Context: an optimization exercise on an open-source flow, tuned for small area and a short achievable clock period. The choices shown serve that exercise and are no tape-out recipe.
In this exercise RTL edits were held to simulation tests only and were not proved equivalent to the original.
No run shown here takes its clock network from TritonCTS; it comes from the design's own scripts or RTL.
The clock input has no modelled driver; a real chip could not lean on it and would need a root buffer or a full tree.
No activity file was given, so power comes from the tool's default toggle rates.

## design/flow/flow/run.sh

```bash
#!/bin/bash
# The standard layout, with three changes: port buffers of a fixed strong cell, free cell
# resizing (sizing may change a cell's footprint), and a hand-built two-level clock tree
# (flow/cts_tree.tcl, 4 roots, 20 leaves each, all clkbuf_16) in place of TritonCTS.
set -euo pipefail
export CTS_TREE_ROOT=sky130_fd_sc_hd__clkbuf_16
export CTS_TREE_LEAF=sky130_fd_sc_hd__clkbuf_16
export CTS_TREE_NET=clk
export CTS_TREE_LEAVES=20
bash standard.sh MATCH_CELL_FOOTPRINT=0 \
  "BUFFER_PORTS_ARGS=-buffer_cell sky130_fd_sc_hd__buf_4" \
  "PRE_CTS_TCL=$PWD/flow/cts_tree.tcl" finish > standard.log 2>&1
```

## design/flow/flow/cts_tree.tcl

```tcl
# Clock tree built by hand, in place of TritonCTS (sourced as PRE_CTS_TCL by ORFS's cts.tcl).
# The flip-flops are split by recursive median bisection into groups of equal size;
# each group gets a leaf cell (CTS_TREE_LEAF) at its centroid. The first cuts give four
# quadrants, each split into CTS_TREE_LEAVES groups; each quadrant's leaves hang on a root cell (CTS_TREE_ROOT) at their centroid, and
# the clock port feeds the four roots. Two levels, balanced by construction; with inverters at
# both levels the clock keeps its polarity.

proc cts_tree_split {items n} {
  # items: list of {payload x y}; returns a list of n groups whose sizes differ by at most one.
  if {$n <= 1 || [llength $items] < 2} { return [list $items] }
  set xs [lmap i $items {lindex $i 1}]
  set ys [lmap i $items {lindex $i 2}]
  set dx [expr {[tcl::mathfunc::max {*}$xs] - [tcl::mathfunc::min {*}$xs]}]
  set dy [expr {[tcl::mathfunc::max {*}$ys] - [tcl::mathfunc::min {*}$ys]}]
  set k [expr {$dx >= $dy ? 1 : 2}]
  set s [lsort -integer -index $k $items]
  set n1 [expr {$n / 2}]
  set h [expr {([llength $s] * $n1 + $n / 2) / $n}]
  return [concat [cts_tree_split [lrange $s 0 [expr {$h - 1}]] $n1] \
                 [cts_tree_split [lrange $s $h end] [expr {$n - $n1}]]]
}

proc cts_tree_centroid {items} {
  set sx 0; set sy 0
  foreach i $items { set sx [expr {$sx + [lindex $i 1]}]; set sy [expr {$sy + [lindex $i 2]}] }
  set n [llength $items]
  return [list [expr {$sx / $n}] [expr {$sy / $n}]]
}

proc cts_tree_buffer {block master name x y innet outnet} {
  set inst [odb::dbInst_create $block $master $name]
  set w [$master getWidth]
  set h [$master getHeight]
  $inst setLocation [expr {int($x - $w / 2)}] [expr {int($y - $h / 2)}]
  $inst setPlacementStatus PLACED
  foreach it [$inst getITerms] {
    if {[$it isInputSignal]} { $it connect $innet }
    if {[$it isOutputSignal]} { $it connect $outnet }
  }
  return $inst
}

proc cts_tree_build {} {
  set db [ord::get_db]
  set block [ord::get_db_block]
  set rmaster [$db findMaster $::env(CTS_TREE_ROOT)]
  set lmaster [$db findMaster $::env(CTS_TREE_LEAF)]
  set clk [$block findNet $::env(CTS_TREE_NET)]
  set sinks {}
  foreach it [$clk getITerms] {
    set bb [[$it getInst] getBBox]
    lappend sinks [list $it [expr {([$bb xMin] + [$bb xMax]) / 2}] [expr {([$bb yMin] + [$bb yMax]) / 2}]]
  }
  set quads [cts_tree_split $sinks 4]
  set li 0
  set ri 0
  foreach q $quads {
    set leaves [cts_tree_split $q $::env(CTS_TREE_LEAVES)]
    set rnet [odb::dbNet_create $block "clknet_root_$ri"]
    $rnet setSigType CLOCK
    set lpos {}
    foreach g $leaves {
      set lnet [odb::dbNet_create $block "clknet_leaf_$li"]
      $lnet setSigType CLOCK
      foreach s $g {
        set it [lindex $s 0]
        $it disconnect
        $it connect $lnet
      }
      lassign [cts_tree_centroid $g] x y
      cts_tree_buffer $block $lmaster "clkbuf_leaf_$li" $x $y $rnet $lnet
      lappend lpos [list {} $x $y]
      incr li
    }
    lassign [cts_tree_centroid $lpos] x y
    cts_tree_buffer $block $rmaster "clkbuf_root_$ri" $x $y $clk $rnet
    incr ri
  }
  puts "cts_tree: [llength $sinks] sinks, $li leaf buffers, $ri root buffers"
  set_propagated_clock [all_clocks]
}

rename clock_tree_synthesis cts_tree_tritoncts
proc clock_tree_synthesis {args} { cts_tree_build }
```

## design/flow/standard.sh

```bash
#!/bin/bash
# synth_recipe.tcl (not shown) runs the flow's synth.tcl, then flattens the netlist and writes it again
# the make line also repeats each setting of config.mk as NAME=value (left out here)
make -C /OpenROAD-flow-scripts/flow DESIGN_CONFIG=/design/flow/config.mk WORK_HOME=/design/flow/orfs CLKGATE_MAP_FILE= SYNTH_SCRIPT=/design/flow/synth_recipe.tcl "${@:-finish}"
```

## design/flow/config.mk

```make
export PLATFORM = sky130hd
export DESIGN_NAME = fifo_wc_sync
export DESIGN_NICKNAME = fifo_wc_sync
export VERILOG_FILES = /design/flow/design.v
export SDC_FILE = /design/flow/constraint.sdc
export NUM_CORES = 4
export LEC_CHECK = 0
export CAP_MARGIN = 20
export CORE_MARGIN = 2
export CORE_UTILIZATION = 65
export SETUP_SLACK_MARGIN = 3.0
export SLEW_MARGIN = 20
```

## design/flow/constraint.sdc

```tcl
create_clock -name core_clock -period 5.0 [get_ports {clk}]
set_input_delay 1.0000 -clock core_clock [delete_from_list [all_inputs] [get_ports {clk}]]
set_output_delay 1.0000 -clock core_clock [all_outputs]
set_load 0.01 [all_outputs]
```

## design/flow/design.v

```verilog
package fifo_async_pkg;
  localparam int unsigned GW = 32;
endpackage
module fifo_wc_sync (
  input  logic        clk,
  input  logic        rst_n,
  input  logic        w_req,
  input  logic [63:0] data_i,
  output logic        full,
  input  logic        r_req,
  output logic [31:0] data_o,
  output logic        empty,
  output logic [5:0]  w_cnt,
  output logic [6:0]  r_cnt,
  output logic        ovf,
  output logic        udf
);
  logic [5:0]  wp_q, w1_q, ws_q, r1_q, rs_q;
  logic [6:0]  rp_q;
  logic        full_q, empty_q, ovf_q, udf_q;
  logic [5:0]  w_cnt_q;
  logic [6:0]  r_cnt_q;
  logic [31:0] data_o_q;
  logic        can_push_q, can_pop_q;
  logic [5:0]  wdiff_q;
  logic [6:0]  rdiff_q;
  logic push, pop;
  assign push = w_req && can_push_q;
  assign pop  = r_req && can_pop_q;
  logic rs_step, ws_step;
  assign rs_step = r1_q[0] ^ rs_q[0];
  assign ws_step = w1_q[0] ^ ws_q[0];
  logic [5:0] wdiff_inc;
  logic [6:0] rdiff_dec;
  assign wdiff_inc = wdiff_q + 6'd1;
  assign rdiff_dec = rdiff_q - 7'd1;
  logic [5:0] wdiff_n0, wdiff_n1;
  logic [6:0] rdiff_n0, rdiff_n1;
  assign wdiff_n0 = wdiff_q   - {5'd0, rs_step};
  assign wdiff_n1 = wdiff_inc - {5'd0, rs_step};
  assign rdiff_n0 = rdiff_q   + {5'd0, ws_step, 1'b0};
  assign rdiff_n1 = rdiff_dec + {5'd0, ws_step, 1'b0};
  logic full_n0, full_n1, empty_n0, empty_n1;
  assign full_n0  = (wdiff_q == 6'd32);
  assign full_n1  = (wdiff_q == 6'd31);
  assign empty_n0 = (rdiff_q == 7'd0);
  assign empty_n1 = (rdiff_q == 7'd1);
  logic [31:0] rd_word;
  always_ff @(posedge clk) begin
    if (!rst_n) begin
      wp_q       <= '0;
      rp_q       <= '0;
      w1_q       <= '0;
      ws_q       <= '0;
      r1_q       <= '0;
      rs_q       <= '0;
      wdiff_q    <= '0;
      rdiff_q    <= '0;
      can_push_q <= 1'b1;
      can_pop_q  <= 1'b0;
      full_q     <= 1'b0;
      empty_q    <= 1'b1;
      w_cnt_q    <= '0;
      r_cnt_q    <= '0;
      ovf_q      <= 1'b0;
      udf_q      <= 1'b0;
      data_o_q   <= '0;
    end else begin
      wp_q       <= wp_q + {5'd0, push};
      rp_q       <= rp_q + {6'd0, pop};
      w1_q       <= wp_q;
      ws_q       <= w1_q;
      r1_q       <= rp_q[6:1];
      rs_q       <= r1_q;
      wdiff_q    <= push ? wdiff_n1 : wdiff_n0;
      rdiff_q    <= pop ? rdiff_n1 : rdiff_n0;
      can_push_q <= push ? !full_n1 : !full_n0;
      can_pop_q  <= pop ? !empty_n1 : !empty_n0;
      full_q     <= push ? full_n1 : full_n0;
      empty_q    <= pop ? empty_n1 : empty_n0;
      w_cnt_q    <= push ? wdiff_inc : wdiff_q;
      r_cnt_q    <= pop ? rdiff_dec : rdiff_q;
      ovf_q      <= ovf_q || (w_req && !can_push_q);
      udf_q      <= udf_q || (r_req && !can_pop_q);
      if (pop) data_o_q <= rd_word;
    end
  end
  logic [31:0] row_we_q;
  logic [4:0]  wrow_inc;
  assign wrow_inc = wp_q[4:0] + 5'd1;
  always_ff @(posedge clk) begin
    if (!rst_n) row_we_q <= 32'd1;
    else if (push) row_we_q <= full_n1 ? 32'd0 : (32'd1 << wrow_inc);
    else           row_we_q <= full_n0 ? 32'd0 : (32'd1 << wp_q[4:0]);
  end
  logic [31:0] lane_q [64];
  for (genvar j = 0; j < 32; j++) begin : g_row
    always_ff @(posedge clk) begin
      if (row_we_q[j]) begin
        lane_q[2*j]   <= data_i[31:0];
        lane_q[2*j+1] <= data_i[63:32];
      end
    end
  end
  logic [63:0] rsel_q;
  always_ff @(posedge clk) begin
    if (!rst_n)   rsel_q <= 64'd1;
    else if (pop) rsel_q <= {rsel_q[62:0], rsel_q[63]};
  end
  always_comb begin
    rd_word = '0;
    for (int i = 0; i < 64; i++)
      rd_word = rd_word | (lane_q[i] & {32{rsel_q[i]}});
  end
  assign full   = full_q;
  assign empty  = empty_q;
  assign w_cnt  = w_cnt_q;
  assign r_cnt  = r_cnt_q;
  assign data_o = data_o_q;
  assign ovf    = ovf_q;
  assign udf    = udf_q;
endmodule
```

==> results of run 1 <==
## layer usage
layer | GRT usage | routed length [microns]
met5 | 0 | 290
met4 | 0.300 | 24800
met3 | 0.194 | 62800
met1 | 0.679 | 97100
met2 | 0.692 | 129000
## power by group
part           switching (uW)  internal, uW  total [uW]  leakage [uW]
combinational            1140           589        1730       0.00540
clock                    5240          2990        8220       0.00104
sequential                318         20500       20800        0.0200
total                    6700         24000       30700        0.0264
## cells by family (layout without fill, tap and decap cells)
| logic type | after synthesis | count (layout) | share of synthesized area |
|---|---|---|---|
| simple gates | 576 | 578 | 0.0400 |
| fa+ha+maj | 14 | 14 | 0.00223 |
| compound gates | 1196 | 1196 | 0.114 |
| mux | 3 | 3 | 0.000398 |
| buf+inv | 313 | 490 | 0.0149 |
| xor+xnor | 24 | 24 | 0.00267 |
| other cells | 0 | 21 | 0 |
| flops | 2219 | 2219 | 0.825 |
## sequential cells by signal, indices dropped and copies added (netlist names), 6 cells and up
name	flops
w_cnt_q	6
rdiff_q	7
rsel_q	64
data_o_q	32
lane_q	2048
r_cnt_q	7
row_we_q	32
wdiff_q	6
## path summary, 6_finish.rpt
path                             start                       end  slack (ps)
max          data_o_q[24]$_SDFFE_PN0P_                data_o[24]        2760
min                   udf_q$_SDFF_PN0_          udf_q$_SDFF_PN0_         480
max reg2reg    row_we_q[20]$_SDFF_PN0_  lane_q[41][10]$_DFFE_PP_        2890
min reg2reg           udf_q$_SDFF_PN0_          udf_q$_SDFF_PN0_         480
## cell usage in the layout, fill, tap and decap left out, types with 5 or more instances in the layout
cell / n
edfxtp_1: 2048
a22oi_1: 806
buf_4: 230
nand4_1: 210
nand2_1: 143
dfxtp_4: 117
clkbuf_16: 86
a22o_1: 81
buf_6: 79
a221oi_1: 78
a21oi_1: 64
a21boi_0: 63
buf_12: 63
and3_1: 37
dfxtp_2: 37
o21ai_0: 35
nor3_1: 34
nand3_1: 33
a222oi_1: 32
nor2b_1: 30
and2_1: 24
diode_2: 21
nor4_1: 19
dfxtp_1: 17
o22ai_1: 15
buf_16: 14
xnor2_1: 12
nor4_2: 11
ha_1: 9
inv_1: 8
xor2_1: 8
nor2_1: 7
nor4_4: 6
buf_8: 5
## through the flow
| stage | hold slack (ps) | worst slack [ps] | power, uW | std cells |
|---|---|---|---|---|
| finish | 483 | 2760 | 30700 | 6157 |
| global route | 495 | 2800 | 31200 | 6139 |
| CTS | 484 | 2820 | 30300 | 6069 |
| detailed placement | 459 | 2060 | 22500 | 5879 |
| global placement | 452 | 2080 | 22500 | 5877 |
| floorplan | 450 | 2660 | 21700 | 4345 |
## cell type report
type / count / area, sq um
timing repair buffer: 394 / 4400
inverter: 12 / 55.1
multi-input combinational: 1815 / 12900
sequential: 2219 / 65400
fill: 7237 / 33000
buffer: 84 / 2100
antenna: 21 / 52.6
tap: 1612 / 2020
## repair_timing
action / in CTS / in global routing
pin swaps: 6 / 23
cloned: 2 / 1
buffers inserted: 104 / 66
gates resized for setup: 213 / 71
endpoints found under the setup margin: 626 / 116
==> key figures, run 1 <==
Synthesis
  – Synth Net Count: between 4,000 and 5,000
  – Synth cell types: 45
  – Most frequent cell after synthesis: edfxtp_1
  – EDFF count, synth: 2,048
  – YS warnings: 2
  – Largest cells by area after synthesis: edfxtp_1, a22oi_1, dfxtp_1
  – Post-synth top area share: 0.782
  – Primary FF master, synth: edfxtp_1
  – Cell taking the most area after synthesis: edfxtp_1
  – Cells after Synth: about 4,300
  – Sequential share of the synthesized area: 0.825
  – Syn_area_per_cell: roughly 18 sq um
  – Syn Std Cell Area: slightly below 80,000 sq um
  – Commonest cells post-synth: edfxtp_1, a22oi_1, clkbuf_1, nand4_1, dfxtp_1
  – Async set-reset flop share out of synthesis: 0
  – #FFs+latches synth: approximately 2,200

Pwr
  – Pleak: about 0.026 uW
  – Worst vdd ir: approximately 380 uV
  – Power Density: 353 nW/um^2

Global route
  – Initial antenna violation count: 28
  – First-pass GRT wire length: between 400 and 500 mm
  – Total track usage: 0.501
  – Vias in the first global route: 45,508
  – Global route overflow: 0
  – Largest net degree at the start of global routing: around 100

Flow run
  – Max cap viols: 0

Worst setup path
  – Reg2reg path depth: 1
  – Critical Path End Type: output pin
  – CP max-delay cell: dfxtp_4
  – Startpoint types: flop
  – CP Buf/Inv Count: 1
  – Critical path class: reg2out
  – Crit-path leading delay family: flip-flops
  – Max incr delay on CP: approximately 500 ps
  – WP depth: 1
  – Worst endpoint data arrival time: around 1200 ps
  – Cells along the critical path: buf_6
  – Crit-path max FO: 3
  – CP required: 4000 ps

Floorplan
  – Initial core utilization: 0.656
  – Core Box Area: about 120,000 sq um
  – Die width: between 300 and 400 microns
  – Die Area: about 120,000 sq um
  – Num rows: between 100 and 150
  – I/O pin count: ~120
  – Die Span Y: about 350 microns

Clock tree
  – Hold buffer count at cts: 0
  – Worst-Skew Late Latency: around 600 ps
  – Reg clk slew, reported paths: between 100 and 150 ps

STA
  – Final setup fails: 0
  – Period utilization: 0.447
  – Fin. Hold Viols: 0
  – Max Slew Vio Count: 0
  – Worst Skew: approximately 42 ps
  – Relative slew slack: 0.157
  – Fmax: between 0.4 and 0.5 GHz
  – Final critical-path required period: between 2000 and 2500 ps
  – RSZ-0062 raised after global routing: yes
  – Setup TNS: 0 ps
  – Actual slew at the worst max-slew pin: 1260 ps

Routing
  – Routed len/inst: 51.0 microns
  – Vias per cell: a little over 8
  – Post-Route WL: 314 mm
  – Final ANT Viol Nets: 0
  – First-pass DRT Iterations: 8
  – Vias: between 50,000 and 60,000
  – DRC Markers: 0
  – Iteration-0 DRC Markers: 12,611

Layout
  – NumNets Final: between 4,000 and 5,000
  – Final core area utilization: 0.725
  – Share of cells above drive strength 1: 0.152
  – Synthesis-to-finish area growth: 10.6%
  – Fin area: about 87,000 sq um

Placement
  – RePlAce Congestion: about 0.87
  – Cell area after placement: between 80,000 and 90,000 sq um
  – Port Buffers: around 120
  – Dpl hpwl: around 140 mm

Status
  – Outcome: no timing/DRC/antenna violations

Worst hold path
  – Hold WC Path Type: reg2reg
  – Worst Hold Path Cells: 1
==> run 2: changes to the inputs <==
==> design/flow/flow/run.sh (replaced) <==
#!/bin/bash
# The standard layout, with three changes: port buffers of a fixed strong cell, free cell
# resizing (sizing may change a cell's footprint), and a hand-built two-level clock tree
# (flow/cts_tree.tcl, 4 roots, 24 leaves each, all clkbuf_16) in place of TritonCTS.
set -euo pipefail
export CTS_TREE_ROOT=sky130_fd_sc_hd__clkbuf_16
export CTS_TREE_LEAF=sky130_fd_sc_hd__clkbuf_16
export CTS_TREE_NET=clk
export CTS_TREE_LEAVES=24
bash standard.sh MATCH_CELL_FOOTPRINT=0 \
  "BUFFER_PORTS_ARGS=-buffer_cell sky130_fd_sc_hd__buf_4" \
  "PRE_CTS_TCL=$PWD/flow/cts_tree.tcl" finish > standard.log 2>&1
==> run 2 against run 1 <==
Routed wire length fell by 0.76%. Power increased by 2.0%. Synthesized cell count is the same. Clock power rose by 7.7%. Global-route usage fell by 0.34 points. Setup slack lost 7.0 ps. Cell count up 0.32%. Flip-flop and latch count unchanged. Worst hold slack got worse by 1.6 ps. Fmax is 0.31% lower. Via count is 0.35% higher.
==> key figures, run 2 <==
Status
  – Outcome: no timing/DRC/antenna violations (unchanged)

Pwr
  – Pleak: 0.0265 uW (was 0.0264 uW)
  – Net Sw Power: 6780 uW (was 6700 uW)
  – Clock power frac: 0.282 (was 0.268)
  – Combinational power share: 0.055 (was 0.056)
  – Sw Ratio: 0.216 (was 0.218)
  – Sequential share of power: 0.663 (was 0.676)
  – Worst vdd ir: 410 uV (was 381 uV)
  – Internal Power: 24,600 uW (was 24,000 uW)
  – Power Density: 359 nW/um^2 (was 353 nW/um^2)

STA
  – WHS: 481 ps (was 483 ps)
  – Relative slew slack: 0.157 (about the same)
  – Fin. Hold Viols: 0 (unchanged)
  – RSZ-0062 raised after global routing: yes (unchanged)
  – Fmax: 0.446 GHz (was 0.447 GHz)
  – Final critical-path required period: 2240 ps (about the same)
  – Setup TNS: 0 ps (unchanged)
  – Worst Skew: 27.4 ps (was 41.9 ps)
  – Period utilization: 0.449 (was 0.447)
  – Actual slew at the worst max-slew pin: 1260 ps (about the same)
  – Max Slew Vio Count: 0 (unchanged)
  – Final setup fails: 0 (unchanged)

Worst setup path
  – CP required: 4000 ps (about the same)
  – Worst endpoint data arrival time: 1240 ps (about the same)
  – Critical Path End Type: output pin (unchanged)
  – WP depth: 1 (unchanged)
  – Cells along the critical path: buf_6 (unchanged)
  – Crit-path leading delay family: flip-flops (unchanged)
  – CP Buf/Inv Count: 1 (unchanged)
  – Reg2reg path depth: 1 (unchanged)
  – Max incr delay on CP: 480 ps (was 490 ps)
  – CP max-delay cell: dfxtp_4 (unchanged)
  – Startpoint types: flop (unchanged)
  – Crit-path max FO: 2 (was 3)
  – Critical path class: reg2out (unchanged)

Synthesis
  – Syn_area_per_cell: 18.1 sq um (unchanged)
  – Async set-reset flop share out of synthesis: 0 (unchanged)
  – Cell taking the most area after synthesis: edfxtp_1 (unchanged)
  – Synth Area in Compound Gates: 0.114 (unchanged)
  – Most frequent cell after synthesis: edfxtp_1 (unchanged)
  – Post-synth top area share: 0.782 (unchanged)
  – Primary FF master, synth: edfxtp_1 (unchanged)
  – Synth cell types: 45 (unchanged)
  – XOR/XNOR Fraction of Synth Area: 0.00267 (unchanged)
  – #FFs+latches synth: 2,219 (unchanged)
  – Main combinational cell family by area after synthesis: compound AO/OA/AOI/OAI gates (unchanged)
  – Largest cells by area after synthesis: edfxtp_1, a22oi_1, dfxtp_1 (unchanged)
  – EDFF count, synth: 2,048 (unchanged)
  – Synth Net Count: 4,427 (unchanged)
  – Cells after Synth: 4,345 (unchanged)
  – Syn Std Cell Area: 78,700 sq um (unchanged)
  – Sequential share of the synthesized area: 0.825 (unchanged)
  – Adder-cell area share of the yosys netlist: 0.00223 (unchanged)
  – YS warnings: 2 (unchanged)
  – Commonest cells post-synth: edfxtp_1, a22oi_1, clkbuf_1, nand4_1, dfxtp_1 (unchanged)
  – Synth Area in Simple Gates: 0.0400 (unchanged)
  – Multiplexer share of the synthesized area: 0.000398 (unchanged)

Routing
  – Post-Route WL: 312 mm (was 314 mm)
  – Vias: 51,344 (was 51,163)
  – Met2 Wirelength: 131 mm (was 129 mm)
  – First-pass DRT Iterations: 6 (was 8)
  – DRC Markers: 0 (unchanged)
  – Iteration-0 DRC Markers: 12,429 (was 12,611)
  – Vias per cell: 8.31 (about the same)
  – Met3 Wirelength: 61.5 mm (was 62.8 mm)
  – M1 wire length: 96.4 mm (was 97.1 mm)
  – Highest metal used: met5 (unchanged)
  – Final ANT Viol Nets: 0 (unchanged)
  – Routed len/inst: 50.5 microns (was 51.0 microns)

Layout
  – Biggest registers after layout: lane_q (2048), rsel_q (64) (unchanged)
  – Fin area: 87,300 sq um (was 87,000 sq um)
  – Synthesis-to-finish area growth: 11.0% (was 10.6%)
  – Largest register FFs: 2,048 (unchanged)
  – Share of cells above drive strength 1: 0.153 (was 0.152)
  – Most frequent cells in the layout: edfxtp_1, a22oi_1, buf_4 (unchanged)
  – Largest Register: lane_q (unchanged)
  – NumNets Final: 4,608 (unchanged)
  – Commonest non-fill, non-tap cell in the layout: edfxtp_1 (unchanged)

Global route
  – First-pass GRT wire length: 405 mm (was 407 mm)
  – Total track usage: 0.497 (was 0.501)
  – Vias in the first global route: 45,469 (was 45,508)
  – Global route overflow: 0 (unchanged)
  – Largest net degree at the start of global routing: 99 (unchanged)
  – Initial antenna violation count: 32 (was 28)

Clock tree
  – Worst-Skew Late Latency: 630 ps (was 600 ps)
  – Hold buffer count at cts: 0 (unchanged)
  – Reg clk slew, reported paths: 100 ps (was 110 ps)

Placement
  – Port Buffers: 116 (unchanged)
  – RePlAce Congestion: 0.867 (unchanged)
  – Cell area after placement: 81,700 sq um (unchanged)
  – Dpl hpwl: 142 mm (unchanged)

Floorplan
  – Die width: 352 microns (unchanged)
  – Core Box Area: 120,000 sq um (unchanged)
  – I/O pin count: 117 (unchanged)
  – Initial core utilization: 0.656 (unchanged)
  – Die Area: 124,000 sq um (unchanged)
  – Num rows: 127 (unchanged)
  – Die Span Y: 352 microns (unchanged)

Worst hold path
  – Worst Hold Path Cells: 1 (unchanged)
  – Hold WC Path Type: reg2reg (unchanged)

Flow run
  – Max cap viols: 0 (unchanged)
-- run 2: final cells by class --
type                            count  area (sq um)
Tap cell                         1612          2020
Multi-Input combinational cell   1815         13000
Fill cell                        7200         32700
Antenna cell                       41           103
Buffer                            100          2500
Inverter                           12          55.1
Sequential cell                  2219         65400
Timing Repair Buffer              378          4250
-- run 2: power by group through the flow --
stage | registers (uW) | logic (uW) | clock network (uW)
2_1_floorplan | 21100 | 580 | 0
3_3_place_gp | 21200 | 1330 | 0
3_5_place_dp | 21200 | 1350 | 0
4_1_cts | 20800 | 1560 | 8670
5_1_grt | 20800 | 1760 | 9230
6_report | 20800 | 1710 | 8850
-- run 2: path summary, 6_finish.rpt --
kind	slack, ps	startpoint	end
min	480	ovf_q$_SDFF_PN0_	ovf_q$_SDFF_PN0_
max reg2reg	2860	row_we_q[0]$_SDFF_PN1_	lane_q[0][5]$_DFFE_PP_
min reg2reg	480	ovf_q$_SDFF_PN0_	ovf_q$_SDFF_PN0_
max	2760	data_o_q[5]$_SDFFE_PN0P_	data_o[5]
-- run 2: logic make-up (layout without fill, tap and decap cells) --
group,Yosys count,after routing
AOI/OAI and AO/OA,1196,1196
xor gates and xnor gates,24,24
adders and majority gates,14,14
buffers and inverters,313,490
DFF,2219,2219
muxes,3,3
other,0,41
and+or+nand+nor,576,578
-- run 2: metal layers --
metal,global-route usage,up-vias
met1,0.678,25469
met5,0,-
met3,0.183,1335
li1,-,18314
met2,0.688,6200
met4,0.306,26
-- run 2: what timing repair did --
action                                 in CTS  in global routing
endpoints found under the hold margin       0                  0
resized for setup                         216                 73
setup endpoints to repair                 607                130
pin swaps                                   5                 21
setup buffers                             100                 55
cloned                                      2                  0
-- run 2: through the flow --
stage                util  setup WS, ps  cells  total power (uW)
global route        0.727          2780   6136             31800
detailed placement  0.681          2060   5879             22500
finish              0.728          2760   6177             31400
floorplan               -          2660   4345             21700
global placement    0.680          2080   5877             22500
CTS                 0.719          2800   6081             31000
==> run 3: changes to the inputs <==
--- a/design/flow/flow/cts_tree.tcl
+++ b/design/flow/flow/cts_tree.tcl
@@ -81,4 +81,8 @@
 }
 
 rename clock_tree_synthesis cts_tree_tritoncts
-proc clock_tree_synthesis {args} { cts_tree_build }
+source [file join [file dirname [info script]] outbuf.tcl]
+proc clock_tree_synthesis {args} {
+  outbuf_move
+  cts_tree_build
+}
==> design/flow/flow/outbuf.tcl (new file) <==
# Output port buffers next to the registers that drive them (sourced from cts_tree.tcl, before
# the clock tree is built; the detailed placement that follows legalizes the moves). Global
# placement leaves each output buffer near its pin, so the register drives the long wire; with
# the buffer beside the register, the stronger buffer drives it instead.

proc outbuf_move {} {
  set block [ord::get_db_block]
  set moved 0
  foreach bt [$block getBTerms] {
    if {[$bt getIoType] ne "OUTPUT"} { continue }
    set net [$bt getNet]
    set buf ""
    foreach it [$net getITerms] { if {[$it isOutputSignal]} { set buf [$it getInst] } }
    if {$buf eq ""} { continue }
    set in ""
    foreach it [$buf getITerms] { if {[$it isInputSignal]} { set in [$it getNet] } }
    if {$in eq ""} { continue }
    set drv ""
    foreach it [$in getITerms] { if {[$it isOutputSignal]} { set drv [$it getInst] } }
    if {$drv eq "" || ![[$drv getMaster] isSequential]} { continue }
    set bb [$drv getBBox]
    $buf setLocation [$bb xMax] [$bb yMin]
    incr moved
  }
  puts "outbuf: moved $moved output buffers next to their registers"
}
==> run 3 against run 2 <==
Power up 0.12%. Via count down 0.39%. Clock skew down 0.69 ps. Largest cell class unchanged. Flip-flop and latch count unchanged. Design area up 0.16%. Still clean on timing, DRC and antenna. Largest power group unchanged. Worst hold slack worse by 6.3 ps. Clock power about the same. Combinational power up 6%. Fmax up 4.6%. Sequential share of layout area down 0.17 points. Utilization up 0.12 points.
==> key figures, run 3 <==
Placement
  – Port Buffers: 116 (unchanged)
  – Cell area after placement: 81,700 sq um (unchanged)
  – Dpl hpwl: 142 mm (unchanged)
  – Setup WS pre-CTS: 2060 ps (unchanged)
  – RePlAce Congestion: 0.867 (unchanged)

Routing
  – Post-Route WL: 314 mm (was 312 mm)
  – Vias: 51,142 (was 51,344)
  – Vias per cell: 8.27 (was 8.31)
  – Final ANT Viol Nets: 0 (unchanged)
  – DRC Markers: 0 (unchanged)
  – Routed len/inst: 50.7 microns (was 50.5 microns)
  – First-pass DRT Iterations: 7 (was 6)
  – Iteration-0 DRC Markers: 12,162 (was 12,429)

Synthesis
  – Sequential share of the synthesized area: 0.825 (unchanged)
  – #FFs+latches synth: 2,219 (unchanged)
  – Cell taking the most area after synthesis: edfxtp_1 (unchanged)
  – Syn Std Cell Area: 78,700 sq um (unchanged)
  – Primary FF master, synth: edfxtp_1 (unchanged)
  – Cells after Synth: 4,345 (unchanged)
  – Most frequent cell after synthesis: edfxtp_1 (unchanged)
  – Synth cell types: 45 (unchanged)
  – YS warnings: 2 (unchanged)
  – Post-synth top area share: 0.782 (unchanged)
  – Commonest cells post-synth: edfxtp_1, a22oi_1, clkbuf_1, nand4_1, dfxtp_1 (unchanged)
  – Largest cells by area after synthesis: edfxtp_1, a22oi_1, dfxtp_1 (unchanged)
  – EDFF count, synth: 2,048 (unchanged)
  – Async set-reset flop share out of synthesis: 0 (unchanged)
  – Synth Net Count: 4,427 (unchanged)
  – Syn_area_per_cell: 18.1 sq um (unchanged)

Floorplan
  – Initial core utilization: 0.656 (unchanged)
  – Num rows: 127 (unchanged)
  – Die Span Y: 352 microns (unchanged)
  – Die width: 352 microns (unchanged)
  – I/O pin count: 117 (unchanged)
  – Die Area: 124,000 sq um (unchanged)
  – Core Box Area: 120,000 sq um (unchanged)

STA
  – RSZ-0062 raised after global routing: yes (unchanged)
  – Final setup fails: 0 (unchanged)
  – Actual slew at the worst max-slew pin: 1270 ps (was 1260 ps)
  – Final critical-path required period: 2140 ps (was 2240 ps)
  – Worst Skew: 26.7 ps (was 27.4 ps)
  – Fin. Hold Viols: 0 (unchanged)
  – Period utilization: 0.429 (was 0.449)
  – Relative slew slack: 0.156 (was 0.157)
  – WHS: 475 ps (was 481 ps)
  – Final worst slack: 2860 ps (was 2760 ps)
  – Fmax: 0.466 GHz (was 0.446 GHz)
  – Max Slew Vio Count: 0 (unchanged)
  – Setup TNS: 0 ps (unchanged)

Clock tree
  – Reg clk slew, reported paths: 100 ps (about the same)
  – Hold buffer count at cts: 0 (unchanged)
  – Worst-Skew Late Latency: 630 ps (about the same)

Global route
  – Initial antenna violation count: 30 (was 32)
  – Total track usage: 0.500 (was 0.497)
  – Global route overflow: 0 (unchanged)
  – Vias in the first global route: 45,466 (was 45,469)
  – First-pass GRT wire length: 406 mm (was 405 mm)
  – Largest net degree at the start of global routing: 99 (unchanged)

Layout
  – Largest register FFs: 2,048 (unchanged)
  – FF/Latch Area: 65,400 sq um (about the same)
  – Fillers: 7,153 (was 7,200)
  – Largest Register: lane_q (unchanged)
  – Share of cells above drive strength 1: 0.156 (was 0.153)
  – Fin area: 87,400 sq um (was 87,300 sq um)
  – NumNets Final: 4,628 (was 4,608)
  – Most frequent cells in the layout: edfxtp_1, a22oi_1, buf_4 (unchanged)
  – Synthesis-to-finish area growth: 11.2% (was 11.0%)
  – Commonest non-fill, non-tap cell in the layout: edfxtp_1 (unchanged)
  – Biggest registers after layout: lane_q (2048), rsel_q (64) (unchanged)
  – Multi-input gate area: 12,900 sq um (was 13,000 sq um)

Worst setup path
  – CP Buf/Inv Count: 1 (unchanged)
  – Worst endpoint data arrival time: 1140 ps (was 1240 ps)
  – Startpoint types: flop (unchanged)
  – Crit-path max FO: 2 (unchanged)
  – CP required: 4000 ps (about the same)
  – Cells along the critical path: buf_12 (was buf_6)
  – Critical path class: reg2out (unchanged)
  – CP max-delay cell: dfxtp_2 (was dfxtp_4)
  – Max incr delay on CP: 370 ps (was 480 ps)
  – Critical Path End Type: output pin (unchanged)
  – Crit-path leading delay family: flip-flops (unchanged)

Pwr
  – Combinational power share: 0.058 (was 0.055)
  – Internal Power: 24,600 uW (about the same)
  – Worst vdd ir: 422 uV (was 410 uV)
  – Clock power frac: 0.282 (about the same)
  – Sw Ratio: 0.217 (was 0.216)
  – Sequential share of power: 0.660 (was 0.663)
  – Net Sw Power: 6800 uW (was 6780 uW)
  – Pleak: 0.0266 uW (was 0.0265 uW)
  – Power Density: 359 nW/um^2 (about the same)

Worst hold path
  – Hold WC Path Type: reg2reg (unchanged)

Status
  – Outcome: no timing/DRC/antenna violations (unchanged)

Flow run
  – Max cap viols: 0 (unchanged)
## run 3: final timing paths
kind	startpoint	end	slack, ps	depth (start not counted)
max	data_o_q[24]$_SDFFE_PN0P_	data_o[24]	2860	1
min	udf_q$_SDFF_PN0_	udf_q$_SDFF_PN0_	470	1
max reg2reg	row_we_q[0]$_SDFF_PN1_	lane_q[0][5]$_DFFE_PP_	2890	1
min reg2reg	udf_q$_SDFF_PN0_	udf_q$_SDFF_PN0_	470	1
## run 3: what timing repair did
item / in CTS / in global routing
buffers inserted: 111 / 63
pin swaps: 5 / 17
gates resized for setup: 195 / 83
gates cloned: 3 / 0
endpoints found under the setup margin: 607 / 131
## run 3: metal layers
metal	vias to the layer above	share of wire	GRT usage
met4	42	0.078	0.315
met2	6038	0.41	0.685
li1	18343	-	-
met5	-	0.0010	0
met3	1366	0.20	0.194
met1	25353	0.31	0.677
## run 3: metrics by stage
step	utilization	cells	power (uW)
2_1_floorplan	-	4345	21700
3_3_place_gp	0.680	5877	22500
3_5_place_dp	0.681	5879	22500
4_1_cts	0.719	6093	31000
5_1_grt	0.728	6159	31800
6_report	0.729	6184	31400
## run 3: cells by family after synthesis
group	Yosys count	synth area share
DFF	2219	0.825
buffers and inverters	313	0.0149
muxes	3	0.000398
adders and majority gates	14	0.00223
xor gates and xnor gates	24	0.00267
and+or+nand+nor	576	0.0400
AOI/OAI and AO/OA	1196	0.114
## run 3: power by group through the flow
stage               Clock, uW  Sequential (uW)  Combinational [uW]
floorplan                   0            21100                 580
global placement            0            21200                1330
detailed placement          0            21200                1350
CTS                      8680            20700                1660
global route             9230            20700                1870
finish                   8850            20700                1820
## run 3: final cells by class
cell class / count / share of cell area
flip-flops and latches: 2219 / 0.747
multi-input cells: 1815 / 0.148
repair buffers: 398 / 0.0517
plain buffers: 100 / 0.0286
well taps: 1612 / 0.0231
diodes: 28 / 0.000801
inverters: 12 / 0.000630
==> run 4: changes to the inputs <==
--- a/design/flow/design.v
+++ b/design/flow/design.v
@@ -96,7 +96,7 @@
   logic [31:0] lane_q [64];
   for (genvar j = 0; j < 32; j++) begin : g_row
     always_ff @(posedge clk) begin
-      if (row_we_q[j]) begin
+      if (rst_n && w_req && row_we_q[j]) begin
         lane_q[2*j]   <= data_i[31:0];
         lane_q[2*j+1] <= data_i[63:32];
       end
==> run 4 against run 3 <==
Via count increased by 3.7%. Clock power about the same. Fmax decreased by 0.33%. Die area increased by 0.38%. Worst hold slack improved by 4.3 ps.
==> key figures, run 4 <==
Synthesis
  – Main combinational cell family by area after synthesis: compound AO/OA/AOI/OAI gates (unchanged)
  – Post-synth top area share: 0.779 (was 0.782)
  – Syn Std Cell Area: 79,000 sq um (was 78,700 sq um)
  – Synth Area in Compound Gates: 0.114 (about the same)
  – Sequential share of the synthesized area: 0.822 (was 0.825)
  – Multiplexer share of the synthesized area: 0.000650 (was 0.000398)
  – EDFF count, synth: 2,048 (unchanged)
  – Async set-reset flop share out of synthesis: 0 (unchanged)
  – Commonest cells post-synth: edfxtp_1, a22oi_1, clkbuf_1, nand4_1, dfxtp_1 (unchanged)
  – Synth Area in Simple Gates: 0.0430 (was 0.0400)
  – Most frequent cell after synthesis: edfxtp_1 (unchanged)
  – Largest cells by area after synthesis: edfxtp_1, a22oi_1, dfxtp_1 (unchanged)
  – YS warnings: 2 (unchanged)
  – XOR/XNOR Fraction of Synth Area: 0.00266 (was 0.00267)
  – Synth Net Count: 4,468 (was 4,427)
  – Adder-cell area share of the yosys netlist: 0.00206 (was 0.00223)
  – Cell taking the most area after synthesis: edfxtp_1 (unchanged)
  – Syn_area_per_cell: 18.0 sq um (was 18.1 sq um)
  – Primary FF master, synth: edfxtp_1 (unchanged)
  – #FFs+latches synth: 2,219 (unchanged)
  – Cells after Synth: 4,387 (was 4,345)
  – Synth cell types: 50 (was 45)

Worst setup path
  – Capture point of the worst path: data_o_q[26]$_SDFFE_PN0P_ (was data_o[24])
  – Worst endpoint data arrival time: 2660 ps (was 1140 ps)
  – Setup crit start: rsel_q[19]$_SDFFE_PN0P_ (was data_o_q[24]$_SDFFE_PN0P_)
  – Worst R2R Start: rsel_q[19]$_SDFFE_PN0P_ (was row_we_q[0]$_SDFF_PN1_)
  – Reg2reg path depth: 4 (was 1)
  – CP required: 5500 ps (was 4000 ps)
  – Crit-path max FO: 20 (was 2)
  – Critical path class: reg2reg (was reg2out)
  – Startpoint types: flop (unchanged)
  – Critical Path End Type: flop (was output pin)
  – R2R Path End: data_o_q[26]$_SDFFE_PN0P_ (was lane_q[0][5]$_DFFE_PP_)
  – R2R setup slack: 2850 ps (was 2890 ps)

Pwr
  – Power Density: 351 nW/um^2 (was 359 nW/um^2)
  – Worst vdd ir: 422 uV (about the same)
  – Sw Ratio: 0.218 (was 0.217)
  – Net Sw Power: 6840 uW (was 6800 uW)
  – Pleak: 0.0274 uW (was 0.0266 uW)
  – Combinational power share: 0.064 (was 0.058)
  – Internal Power: 24,500 uW (was 24,600 uW)
  – Clock power frac: 0.282 (about the same)
  – Sequential share of power: 0.654 (was 0.660)

Layout
  – Synthesis-to-finish area growth: 13.3% (was 11.2%)
  – Biggest registers after layout: lane_q (2048), rsel_q (64) (unchanged)
  – NumNets Final: 4,763 (was 4,628)
  – Largest register FFs: 2,048 (unchanged)
  – Commonest non-fill, non-tap cell in the layout: edfxtp_1 (unchanged)
  – Largest Register: lane_q (unchanged)
  – Share of cells above drive strength 1: 0.185 (was 0.156)
  – Most frequent cells in the layout: edfxtp_1, a22oi_1, buf_4 (unchanged)

Routing
  – Vias: 53,057 (was 51,142)
  – DRC Markers: 0 (unchanged)
  – Post-Route WL: 324 mm (was 314 mm)
  – Vias per cell: 8.38 (was 8.27)
  – Final ANT Viol Nets: 0 (unchanged)
  – Iteration-0 DRC Markers: 12,373 (was 12,162)
  – First-pass DRT Iterations: 10 (was 7)
  – Routed len/inst: 51.2 microns (was 50.7 microns)

Global route
  – Largest net degree at the start of global routing: 73 (was 99)
  – First-pass GRT wire length: 422 mm (was 406 mm)
  – Vias in the first global route: 47,685 (was 45,466)
  – Initial antenna violation count: 35 (was 30)
  – Global route overflow: 0 (unchanged)
  – Total track usage: 0.509 (was 0.500)

Status
  – Outcome: no timing/DRC/antenna violations (unchanged)

Floorplan
  – Die Area: 124,000 sq um (about the same)
  – Die Span Y: 353 microns (was 352 microns)
  – Core Box Area: 120,000 sq um (about the same)
  – Initial core utilization: 0.656 (about the same)
  – Die width: 353 microns (was 352 microns)
  – I/O pin count: 117 (unchanged)
  – Num rows: 127 (unchanged)

STA
  – Setup TNS: 0 ps (unchanged)
  – Actual slew at the worst max-slew pin: 930 ps (was 1270 ps)
  – RSZ-0062 raised after global routing: yes (unchanged)
  – Final critical-path required period: 2150 ps (was 2140 ps)
  – Final setup fails: 0 (unchanged)
  – Relative slew slack: 0.380 (was 0.156)
  – Fmax: 0.465 GHz (was 0.466 GHz)
  – Final worst slack: 2850 ps (was 2860 ps)
  – Max Slew Vio Count: 0 (unchanged)
  – Fin. Hold Viols: 0 (unchanged)
  – Period utilization: 0.430 (was 0.429)
  – Worst Skew: 30.2 ps (was 26.7 ps)

Placement
  – Setup WS pre-CTS: 1690 ps (was 2060 ps)
  – Port Buffers: 116 (unchanged)
  – RePlAce Congestion: 0.886 (was 0.867)
  – Dpl hpwl: 156 mm (was 142 mm)

Clock tree
  – Reg clk slew, reported paths: 100 ps (about the same)
  – Hold buffer count at cts: 0 (unchanged)
  – Worst-Skew Late Latency: 630 ps (about the same)

Worst hold path
  – Hold WC Path Type: reg2reg (unchanged)

Flow run
  – Max cap viols: 0 (unchanged)
==> run 4: metal layers <==
metal  vias to the layer above  part of all wire  GRT usage
met5                         -            0.0012          0
met4                        32             0.086      0.336
met3                      1512              0.21      0.228
met2                      6692              0.41      0.695
met1                     26076              0.30      0.664
li1                      18745                 -          -
==> run 4: per-stage QoR <==
stage | hold WS, ps | area, sq um | instances | total power, uW | util
3_5_place_dp | 460 | 82500 | 5943 | 22400 | 0.686
4_1_cts | 480 | 88000 | 6214 | 31000 | 0.732
5_1_grt | 488 | 89300 | 6293 | 31800 | 0.743
3_3_place_gp | 455 | 82500 | 5943 | 22400 | 0.686
2_1_floorplan | 450 | 79400 | 4387 | 21600 | -
6_report | 479 | 89400 | 6329 | 31400 | 0.744
==> run 4: worst min-delay path by stage <==
stage                            start               end  depth (start not counted)
finish                ovf_q$_SDFF_PN0_  ovf_q$_SDFF_PN0_                          1
global route          ovf_q$_SDFF_PN0_  ovf_q$_SDFF_PN0_                          1
CTS                   udf_q$_SDFF_PN0_  udf_q$_SDFF_PN0_                          1
detailed placement    ovf_q$_SDFF_PN0_  ovf_q$_SDFF_PN0_                          1
global placement      ovf_q$_SDFF_PN0_  ovf_q$_SDFF_PN0_                          1
floorplan           rp_q[1]$_SDFF_PN0_   r1_q$_SDFF_PN0_                          1
==> run 4: area by class of cell <==
cell class,instances,area [sq um]
Multi-Input combinational cell,1878,14100
Antenna cell,37,92.6
Timing Repair inverter,1,11.3
Inverter,14,91.3
Timing Repair Buffer,468,5420
Sequential cell,2219,65200
Tap cell,1612,2020
Fill cell,7063,30900
Buffer,100,2500
==> run 4: timing repair <==
item | CTS | global route
pin swaps | 61 | 47
endpoints found under the setup margin | 2103 | 227
gates cloned | 32 | 2
setup buffers | 139 | 76
gates resized for setup | 285 | 101
==> run 4: logic make-up after synthesis <==
kind of cell	Yosys count
fa+ha+maj	13
compound gates	1195
mux	5
simple gates	611
xor+xnor	24
buf+inv	320
flops	2219
==> run 4: worst max-delay path, cell delays in order, from the launching register on <==
cell and delay, ps:
dfxtp_4 590, a221oi_2 440, nand4_1 390, nor4_4 440
a21oi_1 120
==> run 4: power by group through the flow <==
stage | sequential [uW] | combinational [uW] | clock, uW
after floorplan | 20900 | 627 | 0
after detailed placement | 21000 | 1440 | 0
after global routing | 20500 | 2030 | 9210
final | 20500 | 2020 | 8840
after global placement | 21000 | 1420 | 0
after CTS | 20500 | 1780 | 8660

==> what the ideal ports hide <==
In the flow no input, the clock included, has a driving cell. The finished layouts below were timed again as built, in two steps. Step 1: set_driving_cell puts a clkbuf_16 on clk and a buf_2 on each other input, an assumption about the parent block. Step 2 times the ports against the registers' clock, not the clock port: input delays grow and output delays shrink by t, the midpoint of the rising clock arrivals with the driver on. a / b / c = no drivers / after step 1 / after step 2; a / b = the first two.
run	t (ns)	setup WS [ns]	worst hold slack (ns)	pins driven straight from the clock port
run 1	0.766	2.764 / 2.582 / 2.352	0.483 / 0.483 / 0.483	4
run 2	0.790	2.757 / 2.575 / 2.294	0.481 / 0.481 / 0.481	4
run 3	0.797	2.855 / 2.672 / 2.285	0.475 / 0.475 / 0.475	4
run 4	0.799	2.848 / 2.666 / 2.133	0.479 / 0.479 / 0.479	4
After both steps every run listed still meets setup and hold. The setup slack of run 4, which loses most, moves by -0.182 ns with the drivers and by -0.715 ns with both steps.
